Source: an optimization exercise on an open RTL-to-GDS flow (aim: small area and few clock cycles). Production flows keep margins and buffers that such runs may drop.
The RTL was checked by simulation tests, not by an equivalence proof against the original design.
Power is estimated from default activity; no workload was simulated. The clock port is modelled as an ideal driver; clocking choices that lean on that would not hold on a real chip.

[flow/config.mk]
export PLATFORM = sky130hd
export DESIGN_NAME = sdp_rdma_top
export DESIGN_NICKNAME = sdp_rdma_top
export VERILOG_FILES = /design/flow/design.v
export SDC_FILE = /design/flow/constraint.sdc
export NUM_CORES = 4
export LEC_CHECK = 0
export CAP_MARGIN = 5
export CORE_MARGIN = 2
export CORE_UTILIZATION = 75
export SLEW_MARGIN = 5
[flow/constraint.sdc]
create_clock -name core_clock -period 5.0 [get_ports {nvdla_core_clk}]
set_input_delay 1.0000 -clock core_clock [delete_from_list [all_inputs] [get_ports {nvdla_core_clk}]]
set_output_delay 1.0000 -clock core_clock [all_outputs]
set_load 0.01 [all_outputs]
[flow/design.v]
`timescale 1ns/10ps
package sdp_rdma_reg_pkg;
  typedef struct packed {
    logic                            write;   
    logic [8-1:0] addr;    
    logic [31:0]                     wdata;
  } csb_req_t;
  typedef struct packed {
    logic        wr_ack;   
    logic [31:0] rdata;
  } csb_resp_t;
  typedef struct packed {
    logic [32-1:0] base;
    logic [32-1:0] stride;   
    logic [13-1:0]  count;    
  } rdma_cfg_t;
endpackage
`timescale 1ns/10ps
package sdp_rdma_dma_pkg;
  typedef struct packed {
    logic [32-1:0] addr;
  } dma_rd_req_t;
  typedef struct packed {
    logic [64-1:0] data;
  } dma_rd_rsp_t;
  typedef struct packed {
    logic [64-1:0] data;
    logic                        last;   
  } dp_data_t;
endpackage
`timescale 1ns/10ps
module sdp_rdma_engine
(
  input  logic        nvdla_core_clk,
  input  logic        nvdla_core_rstn,
  input  logic        start,
  input  logic [31:0] base,
  input  logic [31:0] stride,
  input  logic [12:0] count,
  input  logic        base_v,      
  input  logic        stride_v,    
  input  logic        count_v,
  output logic        busy,        
  output logic        busy_next,   
  output logic        rd_req_valid,
  input  logic        rd_req_ready,
  output logic [31:0] rd_req_addr,
  input  logic        rd_rsp_valid,
  output logic        rd_rsp_ready,
  input  logic [63:0] rd_rsp_data,
  output logic        dp_valid,
  input  logic        dp_ready,
  output logic [63:0] dp_data,
  output logic        dp_last
);
  logic [31:0] addr;
  logic [12:0] left;        
  logic [2:0]  rq;
  logic [2:0]  wp;
  logic [2:0]  rp;
  logic [63:0] mem [4];
  logic [2:0]  credit;
  logic        left_nz;
  logic        empty;
  logic        dp_hs;
  logic        req_hs;
  logic [3:0]  sel;
  assign credit   = rq - rp;
  assign left_nz  = (left != '0);
  assign empty    = (wp == rp);
  assign dp_valid = ~empty | rd_rsp_valid;
  always_comb begin
    for (int i = 0; i < 4; i++) sel[i] = ~empty & (rp[1:0] == 2'(i));
  end
  assign dp_data  = ({64{empty}}  & rd_rsp_data) |
                    ({64{sel[0]}} & mem[0]) | ({64{sel[1]}} & mem[1]) |
                    ({64{sel[2]}} & mem[2]) | ({64{sel[3]}} & mem[3]);
  assign dp_last  = ~left_nz & (credit == 3'd1);
  assign dp_hs    = dp_valid & dp_ready;
  assign rd_rsp_ready = 1'b1;
  assign rd_req_addr  = addr;
  assign rd_req_valid = left_nz & (~credit[2] | dp_hs);
  assign req_hs       = rd_req_valid & rd_req_ready;
  assign busy      = left_nz | (credit != 3'd0);
  assign busy_next = left_nz | (credit != {2'd0, dp_hs});
  always_ff @(posedge nvdla_core_clk or negedge nvdla_core_rstn) begin
    if (!nvdla_core_rstn) begin
      left <= '0;
      rq   <= '0;
      wp   <= '0;
      rp   <= '0;
    end else begin
      if (start) begin
        left <= count_v ? count : '0;
      end else if (req_hs) begin
        left <= left - 1'b1;
      end
      if (req_hs) rq <= rq + 1'b1;
      if (rd_rsp_valid) wp <= wp + 1'b1;
      if (dp_hs) rp <= rp + 1'b1;
    end
  end
  always_ff @(posedge nvdla_core_clk) begin
    if (start) begin
      addr <= base_v ? base : '0;
    end else if (req_hs & stride_v) begin
      addr <= addr + stride;
    end
    if (rd_rsp_valid) begin
      mem[wp[1:0]] <= rd_rsp_data;
    end
  end
endmodule
`timescale 1ns/10ps
module sdp_rdma_reg
(
  input  logic        nvdla_core_clk,
  input  logic        nvdla_core_rstn,
  input  logic        csb_req_valid,
  input  logic        csb_req_write,
  input  logic [7:0]  csb_req_addr,
  input  logic [31:0] csb_req_wdata,
  output logic        csb_resp_valid,
  output logic        csb_resp_wr_ack,
  output logic [31:0] csb_resp_rdata,
  output logic        src_start,
  output logic        bs_start,
  output logic [31:0] src_base,
  output logic [31:0] src_stride,
  output logic [12:0] src_count,
  output logic [31:0] bs_base,
  output logic [31:0] bs_stride,
  output logic [12:0] bs_count,
  output logic [5:0]  written,    
  input  logic        src_busy,
  input  logic        bs_busy,
  input  logic        src_busy_next,
  input  logic        bs_busy_next
);
  logic        flying_mode;
  logic        bs_disable;
  logic        wr_en;
  logic        start;
  logic [7:0]  wr_sel;
  logic        resp_hit;    
  logic [2:0]  resp_sel;
  logic        resp_op;     
  assign wr_en     = csb_req_valid & csb_req_write;
  assign start     = wr_en & (csb_req_addr == 8'h00) & csb_req_wdata[0] &
                     ~(src_busy | bs_busy);
  assign src_start = start & ~flying_mode;
  assign bs_start  = start & ~bs_disable;
  always_comb begin
    for (int i = 0; i < 8; i++) wr_sel[i] = wr_en & (csb_req_addr == 8'(i));
  end
  always_ff @(posedge nvdla_core_clk or negedge nvdla_core_rstn) begin
    if (!nvdla_core_rstn) begin
      flying_mode    <= 1'b0;
      bs_disable     <= 1'b0;
      written        <= '0;
      csb_resp_valid <= 1'b0;
    end else begin
      csb_resp_valid <= csb_req_valid;
      if (wr_sel[1]) {bs_disable, flying_mode} <= csb_req_wdata[1:0];
      written <= written | wr_sel[7:2];
    end
  end
  always_ff @(posedge nvdla_core_clk) begin
    if (wr_sel[2]) src_base   <= csb_req_wdata;
    if (wr_sel[3]) src_stride <= csb_req_wdata;
    if (wr_sel[4]) src_count  <= csb_req_wdata[12:0];
    if (wr_sel[5]) bs_base    <= csb_req_wdata;
    if (wr_sel[6]) bs_stride  <= csb_req_wdata;
    if (wr_sel[7]) bs_count   <= csb_req_wdata[12:0];
  end
  always_ff @(posedge nvdla_core_clk) begin
    csb_resp_wr_ack <= csb_req_write;
    resp_hit        <= ~csb_req_write & (csb_req_addr[7:3] == 5'd0);
    resp_sel        <= csb_req_addr[2:0];
    resp_op         <= src_busy_next | bs_busy_next;
  end
  always_comb begin
    csb_resp_rdata = '0;
    if (resp_hit) begin
      case (resp_sel)
        3'd0: csb_resp_rdata = {31'd0, resp_op};
        3'd1: csb_resp_rdata = {30'd0, bs_disable, flying_mode};
        3'd2: csb_resp_rdata = written[0] ? src_base : '0;
        3'd3: csb_resp_rdata = written[1] ? src_stride : '0;
        3'd4: csb_resp_rdata = written[2] ? {19'd0, src_count} : '0;
        3'd5: csb_resp_rdata = written[3] ? bs_base : '0;
        3'd6: csb_resp_rdata = written[4] ? bs_stride : '0;
        default: csb_resp_rdata = written[5] ? {19'd0, bs_count} : '0;
      endcase
    end
  end
endmodule
`timescale 1ns/10ps
module sdp_rdma_top (
  input  logic        nvdla_core_clk,
  input  logic        nvdla_core_rstn,
  input  logic        csb_req_valid,
  output logic        csb_req_ready,
  input  logic        csb_req_write,
  input  logic [7:0]  csb_req_addr,
  input  logic [31:0] csb_req_wdata,
  output logic        csb_resp_valid,
  output logic        csb_resp_wr_ack,
  output logic [31:0] csb_resp_rdata,
  output logic        src_rd_req_valid,
  input  logic        src_rd_req_ready,
  output logic [31:0] src_rd_req_addr,
  input  logic        src_rd_rsp_valid,
  output logic        src_rd_rsp_ready,
  input  logic [63:0] src_rd_rsp_data,
  output logic        bs_rd_req_valid,
  input  logic        bs_rd_req_ready,
  output logic [31:0] bs_rd_req_addr,
  input  logic        bs_rd_rsp_valid,
  output logic        bs_rd_rsp_ready,
  input  logic [63:0] bs_rd_rsp_data,
  output logic        mrdma2cmux_valid,
  input  logic        mrdma2cmux_ready,
  output logic [63:0] mrdma2cmux_data,
  output logic        mrdma2cmux_last,
  output logic        brdma2dp_valid,
  input  logic        brdma2dp_ready,
  output logic [63:0] brdma2dp_data,
  output logic        brdma2dp_last
);
  logic        src_start, bs_start;
  logic [31:0] src_base, src_stride, bs_base, bs_stride;
  logic [12:0] src_count, bs_count;
  logic        src_busy, bs_busy, src_busy_next, bs_busy_next;
  logic [5:0]  written;
  assign csb_req_ready = 1'b1;   
  sdp_rdma_reg u_reg (
    .nvdla_core_clk  (nvdla_core_clk),
    .nvdla_core_rstn (nvdla_core_rstn),
    .csb_req_valid   (csb_req_valid),
    .csb_req_write   (csb_req_write),
    .csb_req_addr    (csb_req_addr),
    .csb_req_wdata   (csb_req_wdata),
    .csb_resp_valid  (csb_resp_valid),
    .csb_resp_wr_ack (csb_resp_wr_ack),
    .csb_resp_rdata  (csb_resp_rdata),
    .src_start       (src_start),
    .bs_start        (bs_start),
    .src_base        (src_base),
    .src_stride      (src_stride),
    .src_count       (src_count),
    .bs_base         (bs_base),
    .bs_stride       (bs_stride),
    .bs_count        (bs_count),
    .written         (written),
    .src_busy        (src_busy),
    .bs_busy         (bs_busy),
    .src_busy_next   (src_busy_next),
    .bs_busy_next    (bs_busy_next)
  );
  sdp_rdma_engine u_mrdma (
    .nvdla_core_clk  (nvdla_core_clk),
    .nvdla_core_rstn (nvdla_core_rstn),
    .start           (src_start),
    .base            (src_base),
    .stride          (src_stride),
    .count           (src_count),
    .base_v          (written[0]),
    .stride_v        (written[1]),
    .count_v         (written[2]),
    .busy            (src_busy),
    .busy_next       (src_busy_next),
    .rd_req_valid    (src_rd_req_valid),
    .rd_req_ready    (src_rd_req_ready),
    .rd_req_addr     (src_rd_req_addr),
    .rd_rsp_valid    (src_rd_rsp_valid),
    .rd_rsp_ready    (src_rd_rsp_ready),
    .rd_rsp_data     (src_rd_rsp_data),
    .dp_valid        (mrdma2cmux_valid),
    .dp_ready        (mrdma2cmux_ready),
    .dp_data         (mrdma2cmux_data),
    .dp_last         (mrdma2cmux_last)
  );
  sdp_rdma_engine u_brdma (
    .nvdla_core_clk  (nvdla_core_clk),
    .nvdla_core_rstn (nvdla_core_rstn),
    .start           (bs_start),
    .base            (bs_base),
    .stride          (bs_stride),
    .count           (bs_count),
    .base_v          (written[3]),
    .stride_v        (written[4]),
    .count_v         (written[5]),
    .busy            (bs_busy),
    .busy_next       (bs_busy_next),
    .rd_req_valid    (bs_rd_req_valid),
    .rd_req_ready    (bs_rd_req_ready),
    .rd_req_addr     (bs_rd_req_addr),
    .rd_rsp_valid    (bs_rd_rsp_valid),
    .rd_rsp_ready    (bs_rd_rsp_ready),
    .rd_rsp_data     (bs_rd_rsp_data),
    .dp_valid        (brdma2dp_valid),
    .dp_ready        (brdma2dp_ready),
    .dp_data         (brdma2dp_data),
    .dp_last         (brdma2dp_last)
  );
endmodule
[flow/flow/run.sh]
#!/bin/bash
# Layout flow: the standard flow (standard.sh, unchanged synthesis) with two
# layout choices of its own:
#  - port buffers are sky130_fd_sc_hd__buf_1 instead of the default pick, so
#    every input and output still gets its own buffer, only a smaller one;
#  - clock tree synthesis without dummy loads, with its own buffer list and
#    sink clustering.
# Every tool's output goes to ORFS's own logs under orfs/logs; make's output
# goes to flow_make.log in the folder the flow runs in.
set -euo pipefail
cd "$(dirname "$0")/.."
bash standard.sh \
  "BUFFER_PORTS_ARGS=-buffer_cell sky130_fd_sc_hd__buf_1" \
  "CTS_ARGS=-sink_clustering_enable -repair_clock_nets -dont_use_dummy_load -buf_list {sky130_fd_sc_hd__clkbuf_16} -sink_clustering_size 30 -sink_clustering_max_diameter 100" \
  finish > flow_make.log 2>&1
[flow/standard.sh]
#!/bin/bash
# synth_recipe.tcl (not shown) runs the flow's synth.tcl, then flattens the netlist and writes it again
# the make line also repeats each setting of config.mk as NAME=value (left out here)
make -C /OpenROAD-flow-scripts/flow DESIGN_CONFIG=/design/flow/config.mk WORK_HOME=/design/flow/orfs CLKGATE_MAP_FILE= SYNTH_SCRIPT=/design/flow/synth_recipe.tcl "${@:-finish}"
==> summary.md, run 1 <==
| Metric | Value |
|---|---|
| Status | `complete, no violations` |
| CTS tree | `built` |
| Net Sw Power | `6997 µW` |
| GPL Wtd Cong | `0.9475` |
| Internal reg-to-reg setup slack | `1.38 ns` |
| Largest net degree at the start of global routing | `66` |
| Detailed Place HPWL | `58490 µm` |
| Sequential power share | `46.9%` |
| Asr flop ratio synth | `6.717%` |
| DR DRC count | `0` |
| Yosys warnings | `2` |
| Top post-synthesis cells by area | `edfxtp_1 65%, a22oi_1 5.8%, dfrtp_1 3.9%, nand3_1 3.3%, ha_1 3.2%` |
| HP Start | `u_mrdma.wp[2]` |
| Synth cell count leaders | `730 x edfxtp_1, 259 x a22oi_1, 231 x nand2_1` |
| Global-route wire length before repair | `130900 µm` |
| CTS H-tree depth | `1` |
| Setup CP Type | `flop to primary output` |
| Final Max Tran Viols | `0` |
| Post-Route WL | `87650 µm` |
| RSZ-0062 raised after global routing | `false` |
| Post-route setup TNS | `0 ns` |
| Cell Rows | `77` |
| CTS resizes | `0` |
| PD cells | `505.1 nW/µm²` |
| Layout cells sized above 1 | `4.743%` |
| First-iteration detailed-routing DRC count | `3182` |
| Hold_ws | `0.4971 ns` |
| Die ar. | `46730 µm²` |
| Port bufs | `409` |
| Worst-case hold path end point | `u_mrdma.wp[2]` |
| Post-CTS setup buffers | `0` |
| CP Data Required Time | `4.00 ns` |
| Layout area overhead | `8.702%` |
| Initial antenna violation count | `6` |
| Grt total ovfl | `0` |
| Die Height | `216.2 µm` |
| Maximum vdd drop | `0.4671 mV` |
| Core ar. | `44320 µm²` |
| Worst EP arrival | `3.22 ns` |
| Switching share of power | `37.75%` |
| Endpoints failing setup | `0` |
| Post-synth EDFFs | `730` |
| Power share of the clock group | `15.5%` |
| Minimum clock period | `4.218 ns` |
| Total number of vias | `23660` |
| Layout net count | `3074` |
| Top-count cell post-synth | `edfxtp_1` |
| Finished Core Util | `82.81%` |
| Starting Density | `76.18%` |
| MaxCap Viol Count | `0` |
| Ports | `413` |
| CTS Buffer Depth | `3` |
| Worst-Margin Slew | `1.231 ns` |
| Final hold violations | `0` |
| Hold_buf cts | `0` |
| DR pass1 iterations | `6` |
| P_leak | `0.01218 µW` |
| Final ANT Viol Nets | `0` |
| Fillers | `2264` |
| Synthesized flop and latch total | `789` |
| Register area share after synthesis | `69.21%` |
| Cell area after synthesis | `33760 µm²` |
| Via density | `6.951` |
| DR WL/cell | `25.75 µm` |
| Root buf cell | `clkbuf_16` |
| Yosys top cell by area | `edfxtp_1` |
| Vias in the first global route | `22200` |
| Power Internal | `11540 µW` |
| Crit Reg-Reg Endpoint | `u_mrdma.addr[19]` |
| Inserted Clock Buffers | `30` |
| Primary FF master, synth | `edfxtp_1` |
| Worst setup EP type | `primary output` |
| Critical path startpoint | `u_reg.resp_sel[0]` |
| CP Launch Type | `flop` |
| FF-to-FF path depth | `9` |
| Die W | `216.2 µm` |
| Syn Area/Cell | `13.69 µm²` |
| Worst Hold Depth | `1` |
| Worst-path clk slew | `0.11 ns` |
| Clock Latency Late Sink | `0.64 ns` |
| Comb pwr share | `37.6%` |
| Skew final | `0.04495 ns` |
| Max Fclk | `237.1 MHz` |
| Post-synth cell types | `80` |
| Clk sinks | `789` |
| Max-Slew Margin vs Limit | `17.63%` |
| Total GRT Usage | `36.78%` |
| CP max FO | `22` |
| Worst R2R Start | `u_mrdma.rp[0]` |
| Syn Inst Count | `2467` |
| Worst Hold Class | `flop to flop` |
| Share of the synthesized area in the top cell type | `64.93%` |
| Fin crit share | `84.36%` |
logic make-up after synthesis:
kind of cell    Yosys count  synth area share (%)
other cells               1               0.01111
fa+ha+maj                90                 3.424
xor+xnor                 94                 2.479
flops                   789                 69.21
compound gates          647                 13.06
simple gates            662                 9.521
buf+inv                 176                 2.042
mux                       8                0.2483
registers in the layout (all words and copies together) (netlist names), 6 cells and up:
signal / flops
u_mrdma.mem: 256
u_reg.src_base: 32
u_reg.bs_base: 32
u_mrdma.left: 13
u_brdma.addr: 32
u_reg.bs_count: 13
u_reg.src_stride: 32
u_reg.src_count: 13
u_reg.written: 6
u_brdma.left: 13
u_mrdma.addr: 32
u_brdma.mem: 256
u_reg.bs_stride: 32
metal layers:
| layer | vias up | wire length [µm] | global-route usage [%] |
|---|---|---|---|
| li1 | 10260 | - | - |
| met1 | 11450 | 32140 | 53.35 |
| met2 | 1774 | 41500 | 57.81 |
| met3 | 184 | 10970 | 6.653 |
| met4 | 2 | 3026 | 12.10 |
| met5 | - | 13 | 0 |
power by group through the flow:
stage	clock, µW	combinational [µW]	sequential (µW)
after floorplan	0	4300	8730
after global placement	0	6660	8740
after detailed placement	0	6860	8810
after CTS	2870	6930	8670
after global routing	3070	7490	8750
final	2880	6970	8690
final cells by class:
cell class              count  area (µm²)  share of cell area, %
diodes                      8       20.02                0.05455
clock buffers              30       750.7                  2.046
inverters                  31       116.4                 0.3171
multi-input cells        1504        9819                  26.76
flip-flops and latches    789       23370                  63.68
well taps                 592       740.7                  2.018
repair buffers            450        1882                  5.128
how the worst max path moves through the flow:
| stage | endpoint | slack (ns) |
|---|---|---|
| after floorplan | u_reg.bs_base[0] | 0.22 |
| after global placement | u_mrdma.addr[26] | 0.90 |
| after detailed placement | u_mrdma.addr[26] | 0.77 |
| after CTS | mrdma2cmux_data[47] | 0.75 |
| after global routing | csb_resp_rdata[8] | 0.61 |
| final | csb_resp_rdata[15] | 0.78 |
layout by cell type, fill, tap and decap left out, drive strengths merged, types with 8 or more instances in the layout:
cell    count
a211oi     10
a21o       37
a21oi     111
a22oi     259
a31oi      21
a32oi      45
and2       20
and3        8
buf       449
clkbuf     31
dfrtp      53
diode       8
edfxtp    730
ha         86
inv        31
nand2     232
nand2b      8
nand3     226
nand4      19
nor2       57
nor2b      15
nor3       25
nor4       13
o21ai     100
o21bai     10
or2        12
xnor2      49
xor2       44
critical path, cell delays in order (launching register included):
cell and delay, ns:
dfxtp_1 0.65, and3b_1 0.97, a32oi_1 0.36, a21oi_1 0.39, buf_1 0.20
metrics by stage:
step	cells	setup slack [ns]	power (µW)	area, µm²
final	3404	0.7818	18540	36700
after global routing	3401	0.6103	19310	36690
after CTS	3396	0.7499	18480	36680
after detailed placement	3366	0.7709	15680	35930
after global placement	3366	0.8971	15390	35930
after floorplan	2469	0.2153	13020	33770
Testbench counts, summed over its fixed seeds: cycles 62,552.
==> inputs of run 2 (changes only) <==
--- a/flow/flow/run.sh
+++ b/flow/flow/run.sh
@@ -11,5 +11,5 @@
 cd "$(dirname "$0")/.."
 bash standard.sh \
   "BUFFER_PORTS_ARGS=-buffer_cell sky130_fd_sc_hd__buf_1" \
-  "CTS_ARGS=-sink_clustering_enable -repair_clock_nets -dont_use_dummy_load -buf_list {sky130_fd_sc_hd__clkbuf_16} -sink_clustering_size 30 -sink_clustering_max_diameter 100" \
+  "CTS_ARGS=-sink_clustering_enable -repair_clock_nets -dont_use_dummy_load -buf_list {sky130_fd_sc_hd__clkbuf_4} -sink_clustering_size 10 -sink_clustering_max_diameter 50" \
   finish > flow_make.log 2>&1
--- a/flow/config.mk
+++ b/flow/config.mk
@@ -5,7 +5,7 @@
 export SDC_FILE = /design/flow/constraint.sdc
 export NUM_CORES = 4
 export LEC_CHECK = 0
-export CAP_MARGIN = 5
+export CAP_MARGIN = 20
 export CORE_MARGIN = 2
-export CORE_UTILIZATION = 75
-export SLEW_MARGIN = 5
+export CORE_UTILIZATION = 40
+export SLEW_MARGIN = 20
==> run 2 against run 1 <==
Net effect: clock power up 3%; wire length grew 11%; cell count is 17% higher; combinational power is 1% higher; flip-flop and latch count did not move; synthesized area is the same.
==> summary.md, run 2 <==
| Metric | Value |
|---|---|
| FF-to-FF path depth | `8 (-1)` |
| Setup CP Type | `flop to primary output` |
| Yosys warnings | `2 (unchanged)` |
| Finished Core Util | `44.80% (-38 points)` |
| Worst Hold Class | `input port to asynchronous set/reset pin` |
| Post-synth EDFFs | `730 (unchanged)` |
| Skew final | `0.1474 ns (+0.1025 ns)` |
| Register area share after synthesis | `69.21% (unchanged)` |
| Endpoints failing setup | `0 (unchanged)` |
| Starting Density | `40.41% (-36 points)` |
| Grt total ovfl | `0 (unchanged)` |
| MaxCap Viol Count | `0 (unchanged)` |
| Synth cell count leaders | `730 x edfxtp_1, 259 x a22oi_1, 231 x nand2_1` |
| Worst EP arrival | `3.66 ns (+0.44 ns)` |
| Die ar. | `86740 µm² (+86%)` |
| Critical-path cell list | `xor2_1 -> nor3_2 -> nor2b_4 -> buf_4 -> a22oi_1 -> nand3_1 -> buf_1` |
| Synthesized flop and latch total | `789 (unchanged)` |
| Fillers | `7556 (+230%)` |
| CP peak stage delay | `0.76 ns (-0.21 ns)` |
| CP Depth | `7 (+3)` |
| Fin crit share | `93.18% (+8.8 points)` |
| RSZ-0062 raised after global routing | `false` |
| Total GRT Usage | `21.67% (-15 points)` |
| CP Launch Type | `flop` |
| CTS Buffer Depth | `3 (unchanged)` |
| Share of the synthesized area in the top cell type | `64.93% (unchanged)` |
| Primary FF master, synth | `edfxtp_1` |
| DR pass1 iterations | `5 (-1)` |
| Register area | `23370 µm² (unchanged)` |
| Minimum clock period | `4.659 ns (+0.4410 ns)` |
| Final ANT Viol Nets | `0 (unchanged)` |
| Worst setup margin | `0.3408 ns (-0.4410 ns)` |
| Post-Route WL | `97050 µm (+11%)` |
| Vias in the first global route | `22560 (+1.6%)` |
| Worst-path clk slew | `0.12 ns (about the same)` |
| PD cells | `498.6 nW/µm² (-1.3%)` |
| Crit-path slowest cell | `nor2b_4` |
| Largest net degree at the start of global routing | `68 (+3.0%)` |
| Inserted Clock Buffers | `102 (+240%)` |
| Top-count cell post-synth | `edfxtp_1` |
| Detailed Place HPWL | `64930 µm (+11%)` |
| Worst-Margin Slew | `1.044 ns (-0.1871 ns)` |
| Maximum vdd drop | `0.3626 mV (-22%)` |
| CTS tree | `built` |
| Crit path buf inv count | `2 (+1)` |
| Cell area after synthesis | `33760 µm² (unchanged)` |
| DR WL/cell | `24.32 µm (-5.6%)` |
| Most common cell after layout, fill and taps aside | `edfxtp_1` |
| Layout area overhead | `10.88%` |
| Layout net count | `3158 (+2.7%)` |
| Asr flop ratio synth | `6.717% (unchanged)` |
| Clock Latency Late Sink | `0.97 ns (+0.33 ns)` |
| Die W | `294.5 µm (+36%)` |
| Area occupied by multi-input gates | `9824 µm² (about the same)` |
| Core ar. | `83560 µm² (+89%)` |
| Via density | `5.744 (-17%)` |
| CTS H-tree depth | `3 (+2)` |
| Max Fclk | `214.6 MHz (-9.5%)` |
| Max-Slew Margin vs Limit | `30.35% (+13 points)` |
| First-iteration detailed-routing DRC count | `1939 (-39%)` |
| Syn Inst Count | `2467 (unchanged)` |
| Post-route setup TNS | `0 ns (unchanged)` |
| Clk sinks | `789 (unchanged)` |
| CP Data Required Time | `4.00 ns (about the same)` |
| CP max FO | `33 (+50%)` |
| Global-route wire length before repair | `141800 µm (+8.4%)` |
| P_leak | `0.01233 µW (+1.3%)` |
| Final Max Tran Viols | `0 (unchanged)` |
| Layout cells sized above 1 | `7.514% (+2.8 points)` |
| Yosys top cell by area | `edfxtp_1` |
| DR DRC count | `0 (unchanged)` |
| Post-synth cell types | `80 (unchanged)` |
| Ports | `413 (unchanged)` |
| Final hold violations | `0 (unchanged)` |
| Initial antenna violation count | `28 (+22)` |
| Dpl ws | `0.7509 ns (-0.02000 ns)` |
| Cell Rows | `106 (+38%)` |
| Die Height | `294.5 µm (+36%)` |
| GPL Wtd Cong | `0.8963 (-5.4%)` |
| Most frequent cells in the layout | `730 x edfxtp_1, 408 x buf_1, 259 x a22oi_1` |
| Status | `complete, no violations` |
| Root buf cell | `clkbuf_4` |
| Total number of vias | `22920 (-3.1%)` |
| Top post-synthesis cells by area | `edfxtp_1 65%, a22oi_1 5.8%, dfrtp_1 3.9%, nand3_1 3.3%, ha_1 3.2%` |
| Syn Area/Cell | `13.69 µm² (unchanged)` |
| Delay-heaviest family, CP | `simple AND/OR/NAND/NOR gates` |
| Port bufs | `409 (unchanged)` |
| Worst setup EP type | `primary output` |
==> run 2: cell counts after synthesis <==
No cell type changed its count.
==> run 2: cells by family after synthesis <==
group	after synthesis	share of synthesized area (%)
AO/OA/AOI/OAI	647	13.06
multiplexers	8	0.2483
XOR/XNOR	94	2.479
buffers and inverters	176	2.042
other	1	0.01111
adder cells (fa/ha/maj)	90	3.424
AND/OR/NAND/NOR	662	9.521
flip-flops	789	69.21
==> run 2: power breakdown <==
group	total, µW	switching, µW	internal [µW]
logic	7040	4830	2210
registers	8640	371	8270
clock network	2980	2050	928
==> run 2: worst reg2reg max path: cells and delay by family (launching register included) <==
family | cells | cell delay, ns
and+or+nand+nor | 6 | 2.06
DFF | 1 | 0.47
buffers and inverters | 1 | 0.44
AOI/OAI and AO/OA | 1 | 0.17
==> run 2: path summary, 6_finish.rpt <==
| kind | end | slack, ns | startpoint |
|---|---|---|---|
| max in group asynchronous | u_brdma.wp[2] | 4.20 | nvdla_core_rstn |
| setup reg to reg | u_brdma.addr[9] | 1.58 | u_mrdma.left[2] |
| hold / removal | u_reg.written[4] | 0.17 | nvdla_core_rstn |
| min in group core_clock | u_reg.csb_resp_valid | 0.17 | csb_req_valid |
| hold reg to reg | u_mrdma.rq[2] | 0.47 | u_mrdma.rq[2] |
| setup / recovery | brdma2dp_data[13] | 0.34 | u_brdma.rp[1] |
==> run 2: cell type report <==
type / instances / share of cell area [%]
Multi-Input combinational cell: 1504 / 26.24
Clock buffer: 102 / 2.045
Timing Repair Buffer: 462 / 5.211
Tap cell: 1080 / 3.610
Sequential cell: 789 / 62.43
Antenna cell: 23 / 0.1537
Inverter: 31 / 0.3108
==> run 2: per-layer routing <==
layer	share of wire, %	track usage, %
met1	38	26.57
met2	50	36.83
met3	8.4	6.236
met4	2.7	6.919
met5	0.20	0
==> run 2: what timing repair did <==
item / CTS / global route
hold buffers: 0 / 0
setup buffers: 0 / 0
setup endpoints to repair: 0 / 49
gates resized for setup: 0 / 1
==> run 2: stage by stage <==
step	instances	power, µW	area (µm²)	hold slack, ns
finish	3991	18670	37440	0.1721
global route	3984	19750	37420	0.07966
CTS	3968	18900	37370	0.06120
detailed placement	3866	15930	36610	0.4721
global placement	3866	15800	36610	0.4681
floorplan	2469	13020	33770	0.4471
==> inputs of run 3 (changes only) <==
--- a/flow/design.v
+++ b/flow/design.v
@@ -55,6 +55,7 @@
 );
   logic [31:0] addr;
   logic [12:0] left;        
+  logic        active;      
   logic [2:0]  rq;
   logic [2:0]  wp;
   logic [2:0]  rp;
@@ -66,7 +67,7 @@
   logic        req_hs;
   logic [3:0]  sel;
   assign credit   = rq - rp;
-  assign left_nz  = (left != '0);
+  assign left_nz  = active & (left != '0);
   assign empty    = (wp == rp);
   assign dp_valid = ~empty | rd_rsp_valid;
   always_comb begin
@@ -85,16 +86,12 @@
   assign busy_next = left_nz | (credit != {2'd0, dp_hs});
   always_ff @(posedge nvdla_core_clk or negedge nvdla_core_rstn) begin
     if (!nvdla_core_rstn) begin
-      left <= '0;
+      active <= 1'b0;
       rq   <= '0;
       wp   <= '0;
       rp   <= '0;
     end else begin
-      if (start) begin
-        left <= count_v ? count : '0;
-      end else if (req_hs) begin
-        left <= left - 1'b1;
-      end
+      if (start) active <= 1'b1;
       if (req_hs) rq <= rq + 1'b1;
       if (rd_rsp_valid) wp <= wp + 1'b1;
       if (dp_hs) rp <= rp + 1'b1;
@@ -102,6 +99,11 @@
   end
   always_ff @(posedge nvdla_core_clk) begin
     if (start) begin
+      left <= count_v ? count : '0;
+    end else if (req_hs) begin
+      left <= left - 1'b1;
+    end
+    if (start) begin
       addr <= base_v ? base : '0;
     end else if (req_hs & stride_v) begin
       addr <= addr + stride;
--- a/flow/flow/run.sh
+++ b/flow/flow/run.sh
@@ -11,5 +11,5 @@
 cd "$(dirname "$0")/.."
 bash standard.sh \
   "BUFFER_PORTS_ARGS=-buffer_cell sky130_fd_sc_hd__buf_1" \
-  "CTS_ARGS=-sink_clustering_enable -repair_clock_nets -dont_use_dummy_load -buf_list {sky130_fd_sc_hd__clkbuf_4} -sink_clustering_size 10 -sink_clustering_max_diameter 50" \
+  "CTS_ARGS=-sink_clustering_enable -repair_clock_nets -dont_use_dummy_load -buf_list {sky130_fd_sc_hd__clkbuf_16} -sink_clustering_buffer sky130_fd_sc_hd__clkbuf_8 -sink_clustering_size 16 -sink_clustering_max_diameter 60" \
   finish > flow_make.log 2>&1
--- a/flow/config.mk
+++ b/flow/config.mk
@@ -7,5 +7,5 @@
 export LEC_CHECK = 0
 export CAP_MARGIN = 20
 export CORE_MARGIN = 2
-export CORE_UTILIZATION = 40
+export CORE_UTILIZATION = 70
 export SLEW_MARGIN = 20
==> run 3 against run 2 <==
Net effect: critical path depth rose by 1; sequential power fell by 2.3%; register-to-register slack worse by 0.63 ns; fmax increased by 3.9%; setup slack improved by 0.18 ns; design area is 2.0% lower; synthesized area shrank 0.57%; flip-flop and latch count is 2 higher; total power is 4.3% lower; largest cell class unchanged; highest routed layer unchanged.
==> summary.md, run 3 <==
| Metric | Value |
|---|---|
| Status | `complete, no violations` |
| Power share of the clock group | `16.9% (+0.9 points)` |
| FF-to-FF path depth | `8 (unchanged)` |
| Die Height | `223.0 µm (-24%)` |
| Endpoints failing setup | `0 (unchanged)` |
| Worst-Margin Slew | `1.104 ns (+0.06028 ns)` |
| Share of the synthesized area in the top cell type | `67.63% (+2.7 points)` |
| Worst Hold Class | `flop to flop` |
| CP max FO | `62 (+88%)` |
| CP Launch Type | `flop` |
| Asr flop ratio synth | `3.666% (-3.1 points)` |
| Power Internal | `11220 µW (-1.6%)` |
| Layout cells sized above 1 | `5.564% (-2.0 points)` |
| Most common cell after layout, fill and taps aside | `edfxtp_1` |
| Final ANT Viol Nets | `0 (unchanged)` |
| CTS H-tree depth | `2 (-1)` |
| Worst EP arrival | `3.48 ns (-0.18 ns)` |
| First-iteration detailed-routing DRC count | `2666 (+37%)` |
| Worst-case hold path end point | `u_mrdma.active` |
| Post-synth cell types | `70 (-13%)` |
| Most frequent cells in the layout | `756 x edfxtp_1, 408 x buf_1, 257 x a22oi_1` |
| Global-route wire length before repair | `124200 µm (-12%)` |
| DP Area | `35830 µm² (-2.1%)` |
| Synthesized flop and latch total | `791 (+0.25%)` |
| CTS resizes | `0 (unchanged)` |
| HP Start | `u_mrdma.active` |
| Top post-synthesis cells by area | `edfxtp_1 68%, a22oi_1 5.7%, ha_1 3.1%, nand3_1 2.7%, a21oi_1 2.6%` |
| Crit-path slowest cell | `nor3_2` |
| Hold_buf cts | `0 (unchanged)` |
| Worst setup EP type | `primary output` |
| Layout area overhead | `9.292%` |
| Inserted Clock Buffers | `57 (-44%)` |
| Starting Density | `70.61% (+30 points)` |
| Post-Route WL | `83490 µm (-14%)` |
| Total GRT Usage | `32.76% (+11 points)` |
| Fillers | `2974 (-61%)` |
| Cell area after synthesis | `33570 µm² (-0.57%)` |
| Clk sinks | `791 (+0.25%)` |
| Die ar. | `49720 µm² (-43%)` |
| Maximum vdd drop | `0.7015 mV (+93%)` |
| CP peak stage delay | `0.63 ns (-0.13 ns)` |
| Worst-path clk slew | `0.08 ns (-0.04 ns)` |
| Setup CP Type | `flop to primary output` |
| Worst R2R Start | `u_brdma.left[3]` |
| Cell Rows | `80 (-25%)` |
| DR DRC count | `0 (unchanged)` |
| Max-Slew Margin vs Limit | `26.39% (-4.0 points)` |
| Final Max Tran Viols | `0 (unchanged)` |
| PD cells | `486.8 nW/µm² (-2.4%)` |
| Hold_ws | `0.4871 ns (+0.3150 ns)` |
| Comb pwr share | `35.9% (-1.8 points)` |
| Fin crit share | `89.64% (-3.5 points)` |
| Worst Hold Depth | `1` |
| Yosys top cell by area | `edfxtp_1` |
| P_leak | `0.01210 µW (-1.9%)` |
| CP Data Required Time | `4.00 ns (about the same)` |
| Syn Area/Cell | `13.92 µm² (+1.7%)` |
| Clock Latency Late Sink | `0.60 ns (-0.37 ns)` |
| Vias in the first global route | `21180 (-6.1%)` |
| Final hold violations | `0 (unchanged)` |
| Post-route setup TNS | `0 ns (unchanged)` |
| Detailed Place HPWL | `55480 µm (-15%)` |
| RSZ-0062 raised after global routing | `false` |
| Core ar. | `47550 µm² (-43%)` |
| DR WL/cell | `24.49 µm (+0.71%)` |
| Primary FF master, synth | `edfxtp_1` |
| Net Sw Power | `6640 µW (-8.5%)` |
| Root buf cell | `clkbuf_16` |
| Crit Reg-Reg Endpoint | `u_brdma.addr[30]` |
| Max Fclk | `223.1 MHz (+3.9%)` |
| Minimum clock period | `4.482 ns (-0.1770 ns)` |
| Sequential power share | `47.2% (+0.9 points)` |
| Critical-path cell list | `xor2_1 -> nor3_2 -> buf_4 -> nor2b_4 -> buf_4 -> a22oi_1 -> nand3_1 -> buf_1` |
| Final instance area | `36690 µm² (-2.0%)` |
| Ports | `413 (unchanged)` |
| Skew final | `0.05408 ns (-0.09335 ns)` |
| Largest net degree at the start of global routing | `66 (-2.9%)` |
| Synth cell count leaders | `756 x edfxtp_1, 257 x a22oi_1, 217 x nand2_1` |
| Grt total ovfl | `0 (unchanged)` |
| Worst path most repeated cell | `buf_4` |
| Layout net count | `3054 (-3.3%)` |
| Internal reg-to-reg setup slack | `0.95 ns (-0.63 ns)` |
| Post-CTS setup buffers | `0 (unchanged)` |
| DR pass1 iterations | `6 (+1)` |
| Top-count cell post-synth | `edfxtp_1` |
| CTS tree | `built` |
| Port bufs | `409 (unchanged)` |
| Initial antenna violation count | `10 (-64%)` |
| Via density | `6.658 (+16%)` |
| Register area share after synthesis | `70.15% (+0.93 points)` |
| GPL Wtd Cong | `0.9181 (+2.4%)` |
| CTS Buffer Depth | `3 (unchanged)` |
| Post-synth EDFFs | `756 (+3.6%)` |
| Die W | `223.0 µm (-24%)` |
| MaxCap Viol Count | `0 (unchanged)` |
| Syn Inst Count | `2412 (-2.2%)` |
| Total number of vias | `22700 (-0.99%)` |
| Yosys warnings | `2 (unchanged)` |
| Switching share of power | `37.17% (-1.7 points)` |
[run 3: changes by cell type after synthesis, sizes merged, moves of 9 or more]
cell	before	now
a31oi	21	32
o21ai	100	62
clkbuf	120	108
nand4	19	8
nand3	226	182
dfrtp	53	29
nor2	57	66
nand2	232	217
a21oi	111	173
a32oi	45	56
a21o	37	25
edfxtp	730	756
[run 3: how the worst max path moves through the flow]
| stage | end | start | slack (ns) |
|---|---|---|---|
| floorplan | u_reg.bs_base[0] | csb_req_addr[5] | 0.24 |
| global placement | u_brdma.addr[30] | u_mrdma.left[0] | 1.05 |
| detailed placement | u_brdma.addr[26] | u_mrdma.left[0] | 1.02 |
| CTS | mrdma2cmux_data[36] | u_mrdma.rp[1] | 0.52 |
| global route | mrdma2cmux_data[9] | u_mrdma.rp[1] | 0.34 |
| finish | mrdma2cmux_data[24] | u_mrdma.rp[1] | 0.52 |
[run 3: logic make-up (layout without fill, tap and decap cells)]
family / after synthesis / count (layout) / synth area share, %
AO/OA/AOI/OAI: 667 / 667 / 13.40
XOR/XNOR: 101 / 101 / 2.635
adder cells (fa/ha/maj): 88 / 88 / 3.369
buffers and inverters: 173 / 545 / 2.031
flip-flops: 791 / 791 / 70.15
multiplexers: 5 / 5 / 0.1677
other: 1 / 11 / 0.01117
AND/OR/NAND/NOR: 586 / 586 / 8.237
[run 3: per-layer routing]
layer	share of wire (%)	global-route usage (%)
met5	0.057	0
met1	40	48.44
met3	12	8.218
met2	45	48.20
met4	3.0	11.67
[run 3: power groups by stage]
stage          Combinational, µW  Sequential, µW  Clock, µW
6_report                    6410            8440       3020
5_1_grt                     6910            8500       3230
4_1_cts                     6400            8430       3040
3_5_place_dp                6370            8580          0
3_3_place_gp                6290            8540          0
2_1_floorplan               3800            8540          0
[run 3: final cells by class]
cell class	count	area (µm²)	area share (%)
timing repair buffer	455	1919	5.231
tap	615	769.5	2.097
antenna	8	20.02	0.05456
multi-input combinational	1450	9465	25.80
sequential	791	23550	64.19
clock buffer	57	840.8	2.292
inverter	33	123.9	0.3376
[run 3: worst max-delay path, delay by kind of cell (launching register included)]
family	cells	cell delay, ns
and+or+nand+nor	3	0.82
AOI/OAI and AO/OA	1	0.27
xor gates and xnor gates	1	0.19
buffers and inverters	3	1.12
DFF	1	0.48
[run 3: stage by stage]
| stage | utilization (%) | std cells | power [µW] | worst slack (ns) |
|---|---|---|---|---|
| after floorplan | - | 2414 | 12350 | 0.2354 |
| after global placement | 75.35 | 3344 | 14830 | 1.052 |
| after detailed placement | 75.36 | 3344 | 14950 | 1.023 |
| after CTS | 77.12 | 3401 | 17880 | 0.5221 |
| after global routing | 77.15 | 3406 | 18640 | 0.3420 |
| final | 77.17 | 3409 | 17860 | 0.5178 |
Testbench counts of run 3, summed over its fixed seeds: cycles 62,552.
==> inputs of run 4 (changes only) <==
--- a/flow/flow/run.sh
+++ b/flow/flow/run.sh
@@ -11,5 +11,5 @@
 cd "$(dirname "$0")/.."
 bash standard.sh \
   "BUFFER_PORTS_ARGS=-buffer_cell sky130_fd_sc_hd__buf_1" \
-  "CTS_ARGS=-sink_clustering_enable -repair_clock_nets -dont_use_dummy_load -buf_list {sky130_fd_sc_hd__clkbuf_16} -sink_clustering_buffer sky130_fd_sc_hd__clkbuf_8 -sink_clustering_size 16 -sink_clustering_max_diameter 60" \
+  "CTS_ARGS=-sink_clustering_enable -repair_clock_nets -dont_use_dummy_load -buf_list {sky130_fd_sc_hd__clkbuf_16} -sink_clustering_size 30 -sink_clustering_max_diameter 100" \
   finish > flow_make.log 2>&1
==> run 4 against run 3 <==
Net effect: combinational power about the same; critical path depth did not move; clock skew decreased by 0.014 ns; die area unchanged; critical path type unchanged; highest routed layer unchanged; via count decreased by 0.45%; non-clock buffer count did not move; still clean on timing, DRC and antenna; largest cell class unchanged; flip-flop and latch count is the same; cell count decreased by 0.79%; critical endpoint is now mrdma2cmux_data[41].
==> summary.md, run 4 <==
| Metric | Value |
|---|---|
| Clock Latency Late Sink | `0.64 ns (+0.04 ns)` |
| Skew final | `0.04023 ns (-0.01385 ns)` |
| Minimum clock period | `4.496 ns (+0.01432 ns)` |
| Primary FF master, synth | `edfxtp_1` |
| Root buf cell | `clkbuf_16` |
| Yosys warnings | `2 (unchanged)` |
| Die W | `223.0 µm (unchanged)` |
| Synthesized flop and latch total | `791 (unchanged)` |
| CTS resizes | `0 (unchanged)` |
| Post-synth EDFFs | `756 (unchanged)` |
| Max Fclk | `222.4 MHz (-0.32%)` |
| Finished Core Util | `76.98% (-0.19 points)` |
| Post-CTS setup buffers | `0 (unchanged)` |
| Post-synth cell types | `70 (unchanged)` |
| Share of the synthesized area in the top cell type | `67.63% (unchanged)` |
| Most common cell after layout, fill and taps aside | `edfxtp_1` |
| Critical-path cell list | `xor2_1 -> nor3_2 -> buf_4 -> nor2b_4 -> buf_4 -> a22oi_1 -> nand3_1 -> buf_1` |
| CTS tree | `built` |
| Post-Synth Simple-Gate Area | `8.237% (unchanged)` |
| MaxCap Viol Count | `0 (unchanged)` |
| CTS Buffer Depth | `3 (unchanged)` |
| Worst-path clk slew | `0.11 ns (+0.03 ns)` |
| Hold_buf cts | `0 (unchanged)` |
| Final ANT Viol Nets | `0 (unchanged)` |
| Synth Area in Compound Gates | `13.40% (unchanged)` |
| Via density | `6.681 (+0.35%)` |
| Clk sinks | `791 (unchanged)` |
| Grt total ovfl | `0 (unchanged)` |
| Global-route wire length before repair | `123400 µm (-0.61%)` |
| Total number of vias | `22590 (-0.45%)` |
| Worst-Margin Slew | `1.083 ns (-0.02125 ns)` |
| Total GRT Usage | `32.39% (-0.37 points)` |
| Vias in the first global route | `21120 (-0.30%)` |
| DR DRC count | `0 (unchanged)` |
| Mux cell area share after synthesis | `0.1677% (unchanged)` |
| Initial antenna violation count | `10 (unchanged)` |
| Inserted Clock Buffers | `30 (-47%)` |
| Final Max Tran Viols | `0 (unchanged)` |
| Status | `complete, no violations` |
| Die ar. | `49720 µm² (unchanged)` |
| Layout net count | `3027 (-0.88%)` |
| P_leak | `0.01204 µW (-0.54%)` |
| Delay-heaviest family, CP | `buffers and inverters` |
| Post-Synth Adder-Cell Area | `3.369% (unchanged)` |
| Max-Slew Margin vs Limit | `27.80% (+1.4 points)` |
| DR pass1 iterations | `6 (unchanged)` |
| Port bufs | `409 (unchanged)` |
| GPL Wtd Cong | `0.9181 (unchanged)` |
| Crit-path slowest cell | `nor3_2` |
| Die Height | `223.0 µm (unchanged)` |
| Maximum vdd drop | `0.7497 mV (+6.9%)` |
| Worst setup EP type | `primary output` |
| Cell Rows | `80 (unchanged)` |
| Most frequent cells in the layout | `756 x edfxtp_1, 408 x buf_1, 257 x a22oi_1` |
| Xor and xnor area share after synthesis | `2.635% (unchanged)` |
| Cell area after synthesis | `33570 µm² (unchanged)` |
| Layout cells sized above 1 | `4.639% (-0.92 points)` |
| Starting Density | `70.61% (unchanged)` |
| Post-route setup TNS | `0 ns (unchanged)` |
| Worst EP arrival | `3.50 ns (+0.02 ns)` |
| Layout area overhead | `9.024%` |
| Largest family of logic cells by synthesized area | `compound AO/OA/AOI/OAI gates` |
| Yosys top cell by area | `edfxtp_1` |
| Syn Area/Cell | `13.92 µm² (unchanged)` |
| Top-count cell post-synth | `edfxtp_1` |
| Final hold violations | `0 (unchanged)` |
| CP Data Required Time | `4.00 ns (about the same)` |
| Top post-synthesis cells by area | `edfxtp_1 68%, a22oi_1 5.7%, ha_1 3.1%, nand3_1 2.7%, a21oi_1 2.6%` |
| Setup CP Type | `flop to primary output` |
| Total Power | `17720 µW (-0.80%)` |
| CP peak stage delay | `0.62 ns (about the same)` |
| CP Launch Type | `flop` |
| Endpoints failing setup | `0 (unchanged)` |
| Fin crit share | `89.93% (+0.29 points)` |
| PD cells | `484.1 nW/µm² (-0.56%)` |
| Synth cell count leaders | `756 x edfxtp_1, 257 x a22oi_1, 217 x nand2_1` |
| Post-Route WL | `82840 µm (-0.78%)` |
| Ports | `413 (unchanged)` |
| Detailed Place HPWL | `55480 µm (unchanged)` |
| DR WL/cell | `24.50 µm (about the same)` |
| Worst Hold Class | `input port to asynchronous set/reset pin` |
| Register area share after synthesis | `70.15% (unchanged)` |
| First-iteration detailed-routing DRC count | `2785 (+4.5%)` |
| Core ar. | `47550 µm² (unchanged)` |
| Largest net degree at the start of global routing | `66 (unchanged)` |
| CP max FO | `62 (unchanged)` |
| RSZ-0062 raised after global routing | `false` |
| CTS H-tree depth | `1 (-1)` |
| Asr flop ratio synth | `3.666% (unchanged)` |
| Syn Inst Count | `2412 (unchanged)` |
| Crit path buf inv count | `3 (unchanged)` |
| Worst path most repeated cell | `buf_4` |
run 4: area by class of cell:
type / count / area, µm²
flip-flops and latches: 791 / 23550
fillers: 2996 / 10950
multi-input cells: 1450 / 9465
repair buffers: 455 / 1919
well taps: 615 / 769.5
clock buffers: 30 / 750.7
inverters: 33 / 123.9
diodes: 8 / 20.02
run 4: final timing paths:
kind / cells past startpoint / endpoint / slack, ns / startpoint
max: 8 / mrdma2cmux_data[41] / 0.50 / u_mrdma.rp[1]
min: 1 / u_brdma.wp[0] / 0.47 / nvdla_core_rstn
max reg2reg: 10 / u_brdma.addr[13] / 1.00 / u_mrdma.left[0]
min reg2reg: 1 / u_brdma.wp[2] / 0.49 / u_brdma.wp[2]
max in group asynchronous: 1 / u_reg.written[3] / 3.95 / nvdla_core_rstn
min in group core_clock: 1 / u_brdma.wp[2] / 0.49 / u_brdma.wp[2]
run 4: cells by family after synthesis:
family	Yosys count
DFF	791
and+or+nand+nor	586
buffers and inverters	173
adders and majority gates	88
muxes	5
AOI/OAI and AO/OA	667
other	1
xor gates and xnor gates	101
run 4: stage by stage:
step           setup slack [ns]  hold WS, ns  cells  area [µm²]
2_1_floorplan            0.2354       0.4347   2414       33580
3_3_place_gp              1.052       0.4689   3344       35830
3_5_place_dp              1.023       0.4611   3344       35830
4_1_cts                  0.4673       0.4774   3374       36580
5_1_grt                  0.2921       0.4962   3379       36590
6_report                 0.5035       0.4702   3382       36600
run 4: per-layer routing:
metal	wire length [µm]	vias up	global-route usage, %
li1	-	10100	-
met1	33040	11070	48.23
met2	37690	1270	48.52
met3	9514	143	7.625
met4	2552	8	9.742
met5	48	-	0
run 4: worst reg2reg max path: stages, from the launching register on:
cell      delay, ns
edfxtp_1       0.45
inv_1          0.08
ha_1           0.18
nor3b_1        0.50
nand3b_1       0.22
o31ai_1        0.33
nor3b_1        0.37
nand4_2        0.22
or2_2          0.69
nand2_1        0.19
buf_4          0.41
run 4: report_power, final:
| part | internal [µW] | leakage [µW] | total [µW] | switching [µW] |
|---|---|---|---|---|
| clock network | 1080 | 0.000370 | 2890 | 1820 |
| registers | 8170 | 0.00731 | 8430 | 265 |
| logic | 1930 | 0.00436 | 6390 | 4460 |
==> inputs of run 5 (changes only) <==
--- a/flow/config.mk
+++ b/flow/config.mk
@@ -7,5 +7,5 @@
 export LEC_CHECK = 0
 export CAP_MARGIN = 20
 export CORE_MARGIN = 2
-export CORE_UTILIZATION = 70
+export CORE_UTILIZATION = 80
 export SLEW_MARGIN = 20
==> run 5 against run 4 <==
Net effect: highest routed layer unchanged; core utilization grew 11 points; still clean on timing, DRC and antenna; setup slack better by 0.17 ns; clock power hardly changed; first-iteration DRC count up 53%; combinational power increased by 4.4%; total power rose by 2.2%.
==> summary.md, run 5 <==
| Metric | Value |
|---|---|
| Status | `complete, no violations` |
| Maximum vdd drop | `0.5687 mV (-24%)` |
| Die W | `208.8 µm (-6.3%)` |
| Post-Route WL | `90210 µm (+8.9%)` |
| Worst-path clk slew | `0.11 ns (about the same)` |
| Layout area overhead | `8.595%` |
| Detailed Place HPWL | `58390 µm (+5.2%)` |
| Via density | `7.253 (+8.6%)` |
| Final instance area | `36460 µm² (-0.39%)` |
| Total GRT Usage | `40.66% (+8.3 points)` |
| Final hold violations | `0 (unchanged)` |
| Layout cells sized above 1 | `4.468% (-0.17 points)` |
| Yosys warnings | `2 (unchanged)` |
| Top post-synthesis cells by area | `edfxtp_1 68%, a22oi_1 5.7%, ha_1 3.1%, nand3_1 2.7%, a21oi_1 2.6%` |
| Cell Rows | `75 (-6.3%)` |
| Clock Latency Late Sink | `0.66 ns (+0.02 ns)` |
| Ports | `413 (unchanged)` |
| Endpoints failing setup | `0 (unchanged)` |
| Fin crit share | `86.58% (-3.4 points)` |
| Port bufs | `409 (unchanged)` |
| Post-route setup TNS | `0 ns (unchanged)` |
| Hold_buf cts | `0 (unchanged)` |
| Setup CP Type | `flop to primary output` |
| Syn Area/Cell | `13.92 µm² (unchanged)` |
| First-iteration detailed-routing DRC count | `4263 (+53%)` |
| Die Height | `208.8 µm (-6.3%)` |
| Core ar. | `41670 µm² (-12%)` |
| DR WL/cell | `27.32 µm (+12%)` |
| Global-route wire length before repair | `134000 µm (+8.5%)` |
| Die ar. | `43620 µm² (-12%)` |
| Asr flop ratio synth | `3.666% (unchanged)` |
| Register area | `23550 µm² (about the same)` |
| Post-synth EDFFs | `756 (unchanged)` |
| CP max FO | `64 (+3.2%)` |
| Worst-Margin Slew | `1.098 ns (+0.01514 ns)` |
| Layout net count | `3021 (-0.20%)` |
| Area occupied by multi-input gates | `9467 µm² (about the same)` |
| Top-count cell post-synth | `edfxtp_1` |
| Worst Hold Class | `input port to asynchronous set/reset pin` |
| Placed Instances | `3262 (-2.5%)` |
| Final Max Tran Viols | `0 (unchanged)` |
| Share of the synthesized area in the top cell type | `67.63% (unchanged)` |
| RSZ-0062 raised after global routing | `false` |
| Cell area after synthesis | `33570 µm² (unchanged)` |
| Syn Inst Count | `2412 (unchanged)` |
| Vias in the first global route | `22570 (+6.9%)` |
| CP Launch Type | `flop` |
| Register area share after synthesis | `70.15% (unchanged)` |
| Primary FF master, synth | `edfxtp_1` |
| Max Fclk | `231.0 MHz (+3.9%)` |
| DR DRC count | `0 (unchanged)` |
| Root buf cell | `clkbuf_16` |
| Worst setup EP type | `primary output` |
| Synthesized flop and latch total | `791 (unchanged)` |
| Clk sinks | `791 (unchanged)` |
| MaxCap Viol Count | `0 (unchanged)` |
| GPL Wtd Cong | `0.9186 (about the same)` |
| Initial antenna violation count | `8 (-2)` |
| Yosys top cell by area | `edfxtp_1` |
| Most common cell after layout, fill and taps aside | `edfxtp_1` |
| Non-Filler Instances | `3302 (-2.4%)` |
| DR pass1 iterations | `6 (unchanged)` |
| PD cells | `496.6 nW/µm² (+2.6%)` |
| DP Area | `35670 µm² (-0.43%)` |
| Largest net degree at the start of global routing | `66 (unchanged)` |
| Grt total ovfl | `0 (unchanged)` |
| Post-CTS setup buffers | `0 (unchanged)` |
| CP Data Required Time | `4.00 ns (about the same)` |
| Starting Density | `80.57% (+10 points)` |
| P_leak | `0.01200 µW (-0.32%)` |
| Fillers | `1824 (-39%)` |
| Synth cell count leaders | `756 x edfxtp_1, 257 x a22oi_1, 217 x nand2_1` |
| Skew final | `0.06153 ns (+0.02130 ns)` |
| CTS H-tree depth | `1 (unchanged)` |
| Final ANT Viol Nets | `0 (unchanged)` |
| Inserted Clock Buffers | `30 (unchanged)` |
| Internal reg-to-reg setup slack | `0.78 ns (-0.22 ns)` |
| CTS Buffer Depth | `3 (unchanged)` |
| Worst EP arrival | `3.33 ns (-0.17 ns)` |
| CTS resizes | `0 (unchanged)` |
| Most frequent cells in the layout | `756 x edfxtp_1, 408 x buf_1, 257 x a22oi_1` |
| Post-synth cell types | `70 (unchanged)` |
| CTS tree | `built` |
| Max-Slew Margin vs Limit | `26.80% (-1.0 points)` |
| Minimum clock period | `4.329 ns (-0.1676 ns)` |
| Total number of vias | `23950 (+6.0%)` |
run 5: stage by stage:
step	setup slack, ns	hold slack (ns)	util [%]	power (µW)
finish	0.6712	0.4407	87.50	18100
global route	0.5203	0.4858	87.45	18650
CTS	0.7359	0.4308	87.42	17920
detailed placement	0.5262	0.4751	85.62	14990
global placement	0.6796	0.4735	85.62	14730
floorplan	0.2354	0.4347	-	12350
run 5: area by class of cell:
cell class                      count  area share, %
Antenna cell                       10        0.06864
Clock buffer                       30          2.059
Inverter                           33         0.3398
Multi-Input combinational cell   1450          25.97
Sequential cell                   791          64.61
Tap cell                          539          1.850
Timing Repair Buffer              449          5.107
run 5: power by group:
group	internal, µW	total [µW]	switching, µW	leakage (µW)
clock	1080	2920	1840	0.000370
combinational	1930	6670	4750	0.00432
sequential	8170	8510	333	0.00731
total	11200	18100	6920	0.0120
run 5: worst paths after layout:
check,cells past startpoint,end,from
setup reg to reg,7,u_brdma.left[2],u_brdma.left[3]
min in group core_clock,1,u_mrdma.wp[2],u_mrdma.wp[2]
hold reg to reg,1,u_mrdma.wp[2],u_mrdma.wp[2]
max in group asynchronous,1,u_reg.written[0],nvdla_core_rstn
hold / removal,1,u_reg.written[5],nvdla_core_rstn
setup / recovery,7,brdma2dp_data[27],u_brdma.rp[0]
run 5: critical path, cell delays in order, from the launching register on:
cell and delay [ns]:
dfrtp_1 0.48, xor2_1 0.20, nor3_2 0.76, nor2b_4 0.05
buf_4 0.38, a22oi_1 0.37, nand3_1 0.22, buf_1 0.18
run 5: cells by family (layout without fill, tap and decap cells):
family	Yosys count	count (layout)	synth area share, %
buffers and inverters	173	512	2.031
flip-flops	791	791	70.15
AND/OR/NAND/NOR	586	586	8.237
other	1	13	0.01117
AO/OA/AOI/OAI	667	667	13.40
XOR/XNOR	101	101	2.635
adder cells (fa/ha/maj)	88	88	3.369
multiplexers	5	5	0.1677
run 5: layer usage:
layer  share of wire, %  track usage (%)  wire, µm
met1                 34            56.21     30780
met2                 48            65.92     43150
met3                 14            9.874     12810
met4                3.8            11.90      3426
met5              0.044                0        40
==> inputs of run 6 (changes only) <==
==> flow/run.sh (new file) <==
#!/bin/bash
# synth_recipe.tcl (not shown) runs the flow's synth.tcl, then flattens the netlist and writes it again
# the make line also repeats each setting of config.mk as NAME=value (left out here)
make -C /OpenROAD-flow-scripts/flow DESIGN_CONFIG=/design/flow/config.mk WORK_HOME=/design/flow/orfs CLKGATE_MAP_FILE= SYNTH_SCRIPT=/design/flow/synth_recipe.tcl finish
--- a/flow/config.mk
+++ b/flow/config.mk
@@ -7,5 +7,8 @@
 export LEC_CHECK = 0
 export CAP_MARGIN = 20
 export CORE_MARGIN = 2
-export CORE_UTILIZATION = 80
+export CORE_UTILIZATION = 70
+export CTS_BUF_LIST = sky130_fd_sc_hd__clkbuf_16
+export CTS_CLUSTER_DIAMETER = 100
+export CTS_CLUSTER_SIZE = 30
 export SLEW_MARGIN = 20
removed: flow/flow/run.sh
removed: flow/standard.sh
==> run 6 against run 5 <==
Net effect: combinational power increased by 23%; wire length decreased by 3.5%; highest routed layer unchanged; first-iteration DRC count decreased by 30%; flip-flop and latch count unchanged; total power increased by 8.7%; largest power group unchanged; synthesized cell count unchanged; die area increased by 14%; sequential power decreased by 0.6%; hold slack got worse by 0.023 ns; register-to-register slack improved by 0.30 ns; count of clock-buffer cells in the layout unchanged; design area increased by 7.9%.
==> summary.md, run 6 <==
| Metric | Value |
|---|---|
| CP Data Required Time | `4.00 ns (about the same)` |
| Post-synth cell types | `70 (unchanged)` |
| Worst-Margin Slew | `1.039 ns (-0.05882 ns)` |
| Initial antenna violation count | `10 (+2)` |
| Mux cell area share after synthesis | `0.1677% (unchanged)` |
| CTS tree | `built` |
| Share of the synthesized area in the top cell type | `67.63% (unchanged)` |
| CP max FO | `64 (unchanged)` |
| Worst R2R Start | `u_brdma.left[3]` |
| Cell Rows | `80 (+6.7%)` |
| GPL Wtd Cong | `0.9440 (+2.8%)` |
| Fillers | `2462 (+35%)` |
| Detailed Place HPWL | `58060 µm (-0.57%)` |
| Top-count cell post-synth | `edfxtp_1` |
| Yosys warnings | `2 (unchanged)` |
| Die ar. | `49720 µm² (+14%)` |
| Worst-path clk slew | `0.11 ns (about the same)` |
| Skew final | `0.02095 ns (-0.04058 ns)` |
| Layout cells sized above 1 | `4.806% (+0.34 points)` |
| First-iteration detailed-routing DRC count | `2977 (-30%)` |
| Area occupied by multi-input gates | `9475 µm² (about the same)` |
| Worst Hold Class | `input port to asynchronous set/reset pin` |
| Post-CTS setup buffers | `0 (unchanged)` |
| Hold_buf cts | `0 (unchanged)` |
| Port bufs | `409 (unchanged)` |
| Syn Inst Count | `2412 (unchanged)` |
| Via density | `6.773 (-6.6%)` |
| Layout net count | `3030 (+0.30%)` |
| CP Launch Type | `flop` |
| MaxCap Viol Count | `0 (unchanged)` |
| Final Max Tran Viols | `0 (unchanged)` |
| Primary FF master, synth | `edfxtp_1` |
| Endpoints failing setup | `0 (unchanged)` |
| Starting Density | `70.61% (-10 points)` |
| Most frequent cells in the layout | `756 x edfxtp_1, 408 x clkdlybuf4s50_1, 257 x a22oi_1` |
| Status | `complete, no violations` |
| DR WL/cell | `25.55 µm (-6.5%)` |
| Asr flop ratio synth | `3.666% (unchanged)` |
| DR DRC count | `0 (unchanged)` |
| Setup CP Type | `flop to primary output` |
| Clock Latency Late Sink | `0.63 ns (-0.03 ns)` |
| P_leak | `0.01329 µW (+11%)` |
| Non-Filler Instances | `3408 (+3.2%)` |
| Minimum clock period | `4.798 ns (+0.4689 ns)` |
| PD cells | `500.2 nW/µm² (+0.73%)` |
| CTS Buffer Depth | `3 (unchanged)` |
| Cell area after synthesis | `33570 µm² (unchanged)` |
| Critical-path cell list | `xor2_1 -> nor3_2 -> buf_4 -> a22oi_1 -> nand3_1 -> clkdlybuf4s50_1` |
| Post-Synth Adder-Cell Area | `3.369% (unchanged)` |
| Largest net degree at the start of global routing | `65 (-1.5%)` |
| Final ANT Viol Nets | `0 (unchanged)` |
| Largest family of logic cells by synthesized area | `compound AO/OA/AOI/OAI gates` |
| Syn Area/Cell | `13.92 µm² (unchanged)` |
| Post-Route WL | `87090 µm (-3.5%)` |
| Worst setup EP type | `primary output` |
| Worst EP arrival | `3.80 ns (+0.47 ns)` |
| CTS H-tree depth | `1 (unchanged)` |
| Most common cell after layout, fill and taps aside | `edfxtp_1` |
| Max Fclk | `208.4 MHz (-9.8%)` |
| Post-route setup TNS | `0 ns (unchanged)` |
| Yosys top cell by area | `edfxtp_1` |
| Grt total ovfl | `0 (unchanged)` |
| Synth Area in Compound Gates | `13.40% (unchanged)` |
| Maximum vdd drop | `0.4809 mV (-15%)` |
| Vias in the first global route | `22010 (-2.5%)` |
| Synthesized flop and latch total | `791 (unchanged)` |
| Top post-synthesis cells by area | `edfxtp_1 68%, a22oi_1 5.7%, ha_1 3.1%, nand3_1 2.7%, a21oi_1 2.6%` |
| DP Area | `38410 µm² (+7.7%)` |
| CP peak stage delay | `0.78 ns (+0.02 ns)` |
| Clk sinks | `791 (unchanged)` |
| Final instance area | `39330 µm² (+7.9%)` |
| RSZ-0062 raised after global routing | `false` |
| Fin crit share | `95.96% (+9.4 points)` |
| Register area | `23550 µm² (about the same)` |
| Max-Slew Margin vs Limit | `30.57% (+3.8 points)` |
| Crit-path slowest cell | `buf_4` |
| Critical path startpoint | `u_brdma.rp[0]` |
| Post-synth EDFFs | `756 (unchanged)` |
| Synth cell count leaders | `756 x edfxtp_1, 257 x a22oi_1, 217 x nand2_1` |
| Die Height | `223.0 µm (+6.8%)` |
| Final hold violations | `0 (unchanged)` |
| Total GRT Usage | `34.31% (-6.4 points)` |
| Placed Instances | `3346 (+2.6%)` |
| Die W | `223.0 µm (+6.8%)` |
| Global-route wire length before repair | `129700 µm (-3.2%)` |
| Post-Synth Simple-Gate Area | `8.237% (unchanged)` |
| Total number of vias | `23080 (-3.6%)` |
| Root buf cell | `clkbuf_16` |
| DR pass1 iterations | `7 (+1)` |
| Inserted Clock Buffers | `30 (unchanged)` |
| Core ar. | `47550 µm² (+14%)` |
| Ports | `413 (unchanged)` |
| Register area share after synthesis | `70.15% (unchanged)` |
| Xor and xnor area share after synthesis | `2.635% (unchanged)` |
| Layout area overhead | `17.15%` |
## run 6: routing by layer
layer  global-route usage (%)  up-vias  part of all wire [%]
li1                         -    10130                     -
met1                    49.13    11310                    38
met2                    54.02     1482                    47
met3                    7.481      155                    12
met4                    10.15       12                   3.1
met5                        0        -                 0.099
## run 6: logic make-up after synthesis
logic type	count (synthesis)
xor+xnor	101
flops	791
fa+ha+maj	88
buf+inv	173
mux	5
other cells	1
compound gates	667
simple gates	586
## run 6: layout make-up
type	instances	area share [%]
sequential	791	59.88
tap	615	1.957
inverter	33	0.3150
antenna	5	0.03181
timing repair buffer	458	11.49
clock buffer	30	1.909
multi-input combinational	1450	24.09
clock inverter	26	0.3213
## run 6: stage by stage
stage	power, µW	util [%]	setup WS, ns	hold WS [ns]
3_3_place_gp	16470	80.78	0.7459	0.4730
3_5_place_dp	16660	80.78	0.6532	0.4716
4_1_cts	19620	82.64	0.2075	0.4298
2_1_floorplan	12350	-	0.2354	0.4347
5_1_grt	20390	82.71	0.03554	0.4760
6_report	19670	82.72	0.2022	0.4178
## run 6: worst paths after layout
check | slack [ns] | endpoint | cells past startpoint
max reg2reg | 1.08 | u_mrdma.addr[28] | 10
max in group asynchronous | 4.04 | u_reg.written[3] | 1
min in group core_clock | 0.49 | u_mrdma.active | 1
max | 0.20 | brdma2dp_data[50] | 6
min | 0.42 | u_mrdma.rp[2] | 1
min reg2reg | 0.49 | u_mrdma.active | 1
## run 6: critical path: cells and delay by family, from the launching register on
family                    cells  cell delay [ns]
xor gates and xnor gates      1             0.20
AOI/OAI and AO/OA             1             0.21
and+or+nand+nor               2             0.79
buffers and inverters         2             1.44
DFF                           1             0.49
## run 6: report_power, final
part | internal [µW] | leakage, µW | total (µW) | switching, µW
sequential | 8170 | 0.00731 | 8460 | 289
combinational | 3540 | 0.00547 | 8190 | 4650
clock | 1120 | 0.000514 | 3020 | 1900
## run 6: timing repair
action / 4_1_cts / 5_1_grt
gates resized for setup: 1 / 1
endpoints found under the setup margin: 2 / 1
gates cloned: 0 / 0

==> static timing again, ports no longer ideal <==
Ports are ideal in the flow. The routed layouts listed here were re-timed in OpenROAD. Step 1: set_driving_cell puts a clkbuf_16 on nvdla_core_clk and a buf_2 on each other input, an assumption about the parent block. Step 2, shift: input delay + t, output delay - t, t = (earliest + latest rising clock arrival at the registers) / 2. This alone moves slack from input paths to output paths. a / b / c = ideal ports / drivers / drivers and shift; a / b = the first two.
run | shift t [ns] | setup WS [ns] | worst data-port slew with drivers (ns)
run 1 | 0.675 | 0.782 / 0.719 / 0.719 | 0.10
run 2 | 0.972 | 0.341 / 0.271 / 0.701 | 0.12
run 3 | 0.637 | 0.518 / 0.458 / 0.948 | 0.09
run 4 | 0.681 | 0.504 / 0.446 / 1.003 | 0.10
run 5 | 0.696 | 0.671 / 0.604 / 0.466 | 0.10
run 6 | 0.685 | 0.202 / 0.143 / 0.603 | 0.09
After both steps setup and hold are still met in every run listed. For run 5, which loses most, drivers alone change the setup slack by -0.067 ns; drivers and shift together by -0.205 ns.
